This design comes from an exercise in tuning for small area and few clock cycles per item on the open sky130 flow, not from production work. In this exercise RTL edits were held to simulation tests only and were not proved equivalent to the original.

Design fp_mult_pipe, start of the top module:
module fp_mult_pipe #(
   parameter int EXP_W = 8,
   parameter int MAN_W = 23
) (
   input  logic                 clk,
   input  logic                 rst_n,
   input  logic                 in_valid,
   output logic                 in_ready,
   input  logic [EXP_W+MAN_W:0] x,
   input  logic [EXP_W+MAN_W:0] y,
   output logic                 out_valid,
   input  logic                 out_ready,
   output logic [EXP_W+MAN_W:0] result
   ,
   output logic [3:0]           flags
);
Size in the first run: roughly 1900 cells after synthesis, ~41 flip-flops, ~110 I/O pins, ~16000 sq um of cells after synthesis.
Settings: LEC_CHECK=0, CAP_MARGIN=20, CORE_MARGIN=2, CORE_UTILIZATION=45, CTS_BUF_LIST=sky130_fd_sc_hd__clkbuf_8, GPL_TIMING_DRIVEN=0, SLEW_MARGIN=20; clock period 7.5 ns.
standard.sh (not shown) runs the stock make flow with config.mk's settings and CLKGATE_MAP_FILE= SYNTH_SCRIPT=/design/flow/synth_recipe.tcl, a recipe that flattens the netlist after the stock synthesis.
==> flow/flow/run.sh <==
#!/bin/bash
# Layout flow: the standard ORFS flow (standard.sh) with three changes:
#  - synthesis skips Yosys's generic `abc -fast` pass (synth -noabc), so the full
#    adders written in the RTL reach extract_fa as written;
#  - the final ABC technology mapping uses flow/abc.script (area recovery under a
#    delay target, then gate sizing) instead of ORFS's abc_speed.script;
#  - every port is buffered by a buf_2 instead of the default clkdlybuf4s50_1.
set -euo pipefail
cd "$(dirname "$0")/.."
W=$(pwd)
export FLOW_SYNTH_TCL=$W/synth_recipe.tcl
export FLOW_ABC_SCRIPT=$W/flow/abc.script
export BUFFER_PORTS_ARGS="-buffer_cell sky130_fd_sc_hd__buf_2"
bash standard.sh synth SYNTH_ARGS=-noabc SYNTH_SCRIPT=$W/flow/synth.tcl > synth.log 2>&1
bash standard.sh finish SYNTH_ARGS=-noabc SYNTH_SCRIPT=$W/flow/synth.tcl > layout.log 2>&1
==> flow/flow/abc.script <==
strash
ifraig
dch -f
map -D 5500
topo
stime -c
buffer -c
upsize -c -D 5500
dnsize -c -D 5500
==> flow/flow/synth.tcl <==
# The standard flow's synthesis script (synth_recipe.tcl, sourced below unchanged), with the
# technology-mapping ABC run given our own script (flow/abc.script) in place of
# ORFS's abc_speed.script.  Only the combinational mapping changes; registers are
# mapped before ABC runs and keep their standard-synthesis names and cells.
proc abc {args} {
  set i [lsearch -exact $args -script]
  if { $i >= 0 } {
    lset args [expr {$i + 1}] $::env(FLOW_ABC_SCRIPT)
    puts "flow/synth.tcl: abc -script $::env(FLOW_ABC_SCRIPT)"
  }
  yosys abc {*}$args
}
source $::env(FLOW_SYNTH_TCL)
Testbench counts at the start, summed over its fixed seeds: cycles 16,008, items 16,000.
Change:
==> flow/flow/abc.script (replaced) <==
strash
dch
map -D 5500
topo
stime -c
buffer -c
upsize -c -D 5500
dnsize -c -D 5500
- CORE_UTILIZATION: 45 -> 40
Result: Non-clock buffer count climbs by 28. Clock-buffer cell count is unchanged. Wire length barely changes. Cell count climbs by a few percent. Global-route usage goes down by 3.5 points. Sequential cell count is unchanged. Cell area is higher by a few percent. Worst setup slack gains 0.0090 ns. Critical path depth climbs by 23. Via count hardly moves.
Change:
--- a/flow/flow/abc.script
+++ b/flow/flow/abc.script
@@ -2 +2,2 @@
-dch
+ifraig
+dch -f
Effect: Setup slack gains 0.037 ns. Via count rose slightly. Final cell count stays flat. Clock skew stays flat. Die area rose slightly. Non-clock buffer count fell by 36. Count of clock-buffer cells in the layout is unchanged. Wire length rose slightly. Design area fell by a few percent.
Change:
--- a/flow/flow/abc.script
+++ b/flow/flow/abc.script
@@ -2,0 +3,3 @@
+dch -f
+map -D 5500
+strash
The changed run went through all stages and came out clean.
Sequential share of layout area came out lower by 0.22 points.
Maximum frequency grows by 1.3%.
Wire length fell by 1.9%.
Non-clock buffer count came out higher by 56.
Clock-buffer cell count is unchanged.
Register-to-register slack degrades by 0.11 ns.
Hold slack gains 0.12 ns.
Design area is higher by 3.3%.
Cell count goes up by 1.4%.
Core utilization rose by 2.3 points.
Clock skew stays flat.

---

Another version of the RTL of fp_mult_pipe (not shown whole).
Size: ~1,800 cells after synthesis, ~41 flip-flops, roughly 110 I/O pins, about 0.016 sq mm of cells after synthesis.
clock: 7.5 ns
lec_check: 0
cap_margin: 20
core_margin: 2
core_utilization: 60
cts_buf_list: sky130_fd_sc_hd__clkbuf_8
gpl_timing_driven: 0
slew_margin: 20
==> flow/flow/abc.script <==
strash
ifraig
dch -f
map -D 5500
topo
stime -c
buffer -c
upsize -c -D 5500
dnsize -c -D 5500
Scripts as last shown in full above: flow/flow/run.sh, flow/flow/synth.tcl
Testbench counts at the start, summed over its fixed seeds: cycles 16,008, items 16,000.
Next try:
==> flow/flow/run.sh (replaced) <==
#!/bin/bash
# Layout flow: the standard ORFS flow (standard.sh) with three changes:
#  - synthesis skips Yosys's generic `abc -fast` pass (synth -noabc), so the full
#    adders written in the RTL reach extract_fa as written;
#  - the final ABC technology mapping uses flow/abc.script (area recovery under a
#    delay target, then gate sizing) instead of ORFS's abc_speed.script;
#  - every input port is buffered by a buf_2 and every output port by a buf_1,
#    instead of the default clkdlybuf4s50_1.
set -euo pipefail
cd "$(dirname "$0")/.."
W=$(pwd)
export FLOW_SYNTH_TCL=$W/synth_recipe.tcl
export FLOW_ABC_SCRIPT=$W/flow/abc.script
export PRE_GLOBAL_PLACE_TCL=$W/flow/ports.tcl
export BUFFER_PORTS_ARGS="-outputs -buffer_cell sky130_fd_sc_hd__buf_1"
bash standard.sh synth SYNTH_ARGS=-noabc SYNTH_SCRIPT=$W/flow/synth.tcl > synth.log 2>&1
bash standard.sh finish SYNTH_ARGS=-noabc SYNTH_SCRIPT=$W/flow/synth.tcl > layout.log 2>&1
==> flow/flow/ports.tcl (new file) <==
# Input ports get a buf_2 each; output ports get a buf_1 each (global_place.tcl's
# own buffer_ports call, through BUFFER_PORTS_ARGS in run.sh).
buffer_ports -inputs -buffer_cell sky130_fd_sc_hd__buf_2
Settings changed: CORE_UTILIZATION 60 to 50.
The changed run ran to the end with no violations; non-clock buffer count goes down by 37; setup slack degrades by 0.019 ns; wire length stays flat; maximum frequency hardly moves.
Next try:
==> flow/flow/run.sh (replaced) <==
#!/bin/bash
# Layout flow: the standard ORFS flow (standard.sh) with three changes:
#  - synthesis skips Yosys's generic `abc -fast` pass (synth -noabc), so the full
#    adders written in the RTL reach extract_fa as written;
#  - the final ABC technology mapping uses flow/abc.script (area recovery under a
#    delay target, then gate sizing) instead of ORFS's abc_speed.script;
#  - every port is buffered by a buf_2 instead of the default clkdlybuf4s50_1.
set -euo pipefail
cd "$(dirname "$0")/.."
W=$(pwd)
export FLOW_SYNTH_TCL=$W/synth_recipe.tcl
export FLOW_ABC_SCRIPT=$W/flow/abc.script
export BUFFER_PORTS_ARGS="-buffer_cell sky130_fd_sc_hd__buf_2"
bash standard.sh synth SYNTH_ARGS=-noabc SYNTH_SCRIPT=$W/flow/synth.tcl > synth.log 2>&1
bash standard.sh finish SYNTH_ARGS=-noabc SYNTH_SCRIPT=$W/flow/synth.tcl > layout.log 2>&1
Settings changed: CORE_UTILIZATION 50 to 45.
removed: flow/flow/ports.tcl
Result:
- maximum frequency came out higher slightly
- sequential share of layout area barely changes
- final area came out higher slightly
- core utilization came out lower by 4.6 points
- non-clock buffer count came out higher by 3
- final cell count came out higher by a few percent

==> port drivers added, routing unchanged <==
How much do the figures lean on ideal ports? The routed layouts below were timed once more, with nothing changed but the port constraints. Step 1 assumes that a clkbuf_16 drives the clock port and a buf_2 every other input. Step 2 moves the port delays by t, midway between the first and last clock arrival at a register: inputs arrive t later, outputs are due t later. That takes back most of the time a late clock gives input paths. Three values: ideal, step 1, step 2; two values: the first two.
| run | t, ns | setup WS [ns] | worst hold slack (ns) | worst setup path after step 2 | latest minus earliest clock arrival (ns) |
|---|---|---|---|---|---|
| the first run of note 1 | 0.330 | 0.126 / 0.143 / -0.186 | 0.873 / 0.873 / 0.873 | input to register | 0.007 / 0.007 |
| the second run of note 1 | 0.324 | 0.135 / 0.107 / -0.136 | 0.835 / 0.835 / 0.835 | input to register | 0.009 / 0.010 |
| the third run of note 1 | 0.319 | 0.172 / 0.175 / -0.143 | 0.798 / 0.798 / 0.798 | input to register | 0.005 / 0.005 |
| the fourth run of note 1 | 0.323 | 0.262 / 0.267 / -0.056 | 0.917 / 0.917 / 0.917 | input to register | 0.010 / 0.010 |
| the first run of note 2 | 0.328 | 0.242 / 0.237 / -0.091 | 0.799 / 0.799 / 0.799 | input to register | 0.003 / 0.004 |
| the second run of note 2 | 0.323 | 0.223 / 0.232 / -0.091 | 0.825 / 0.825 / 0.825 | input to register | 0.007 / 0.007 |
| the third run of note 2 | 0.329 | 0.258 / 0.272 / -0.057 | 0.803 / 0.803 / 0.803 | input to register | 0.008 / 0.008 |
With both steps, setup timing fails in every run listed, where it was met with ideal ports. For the first run of note 2, which loses most, drivers alone change the setup slack by -0.005 ns; drivers and shift together by -0.333 ns.
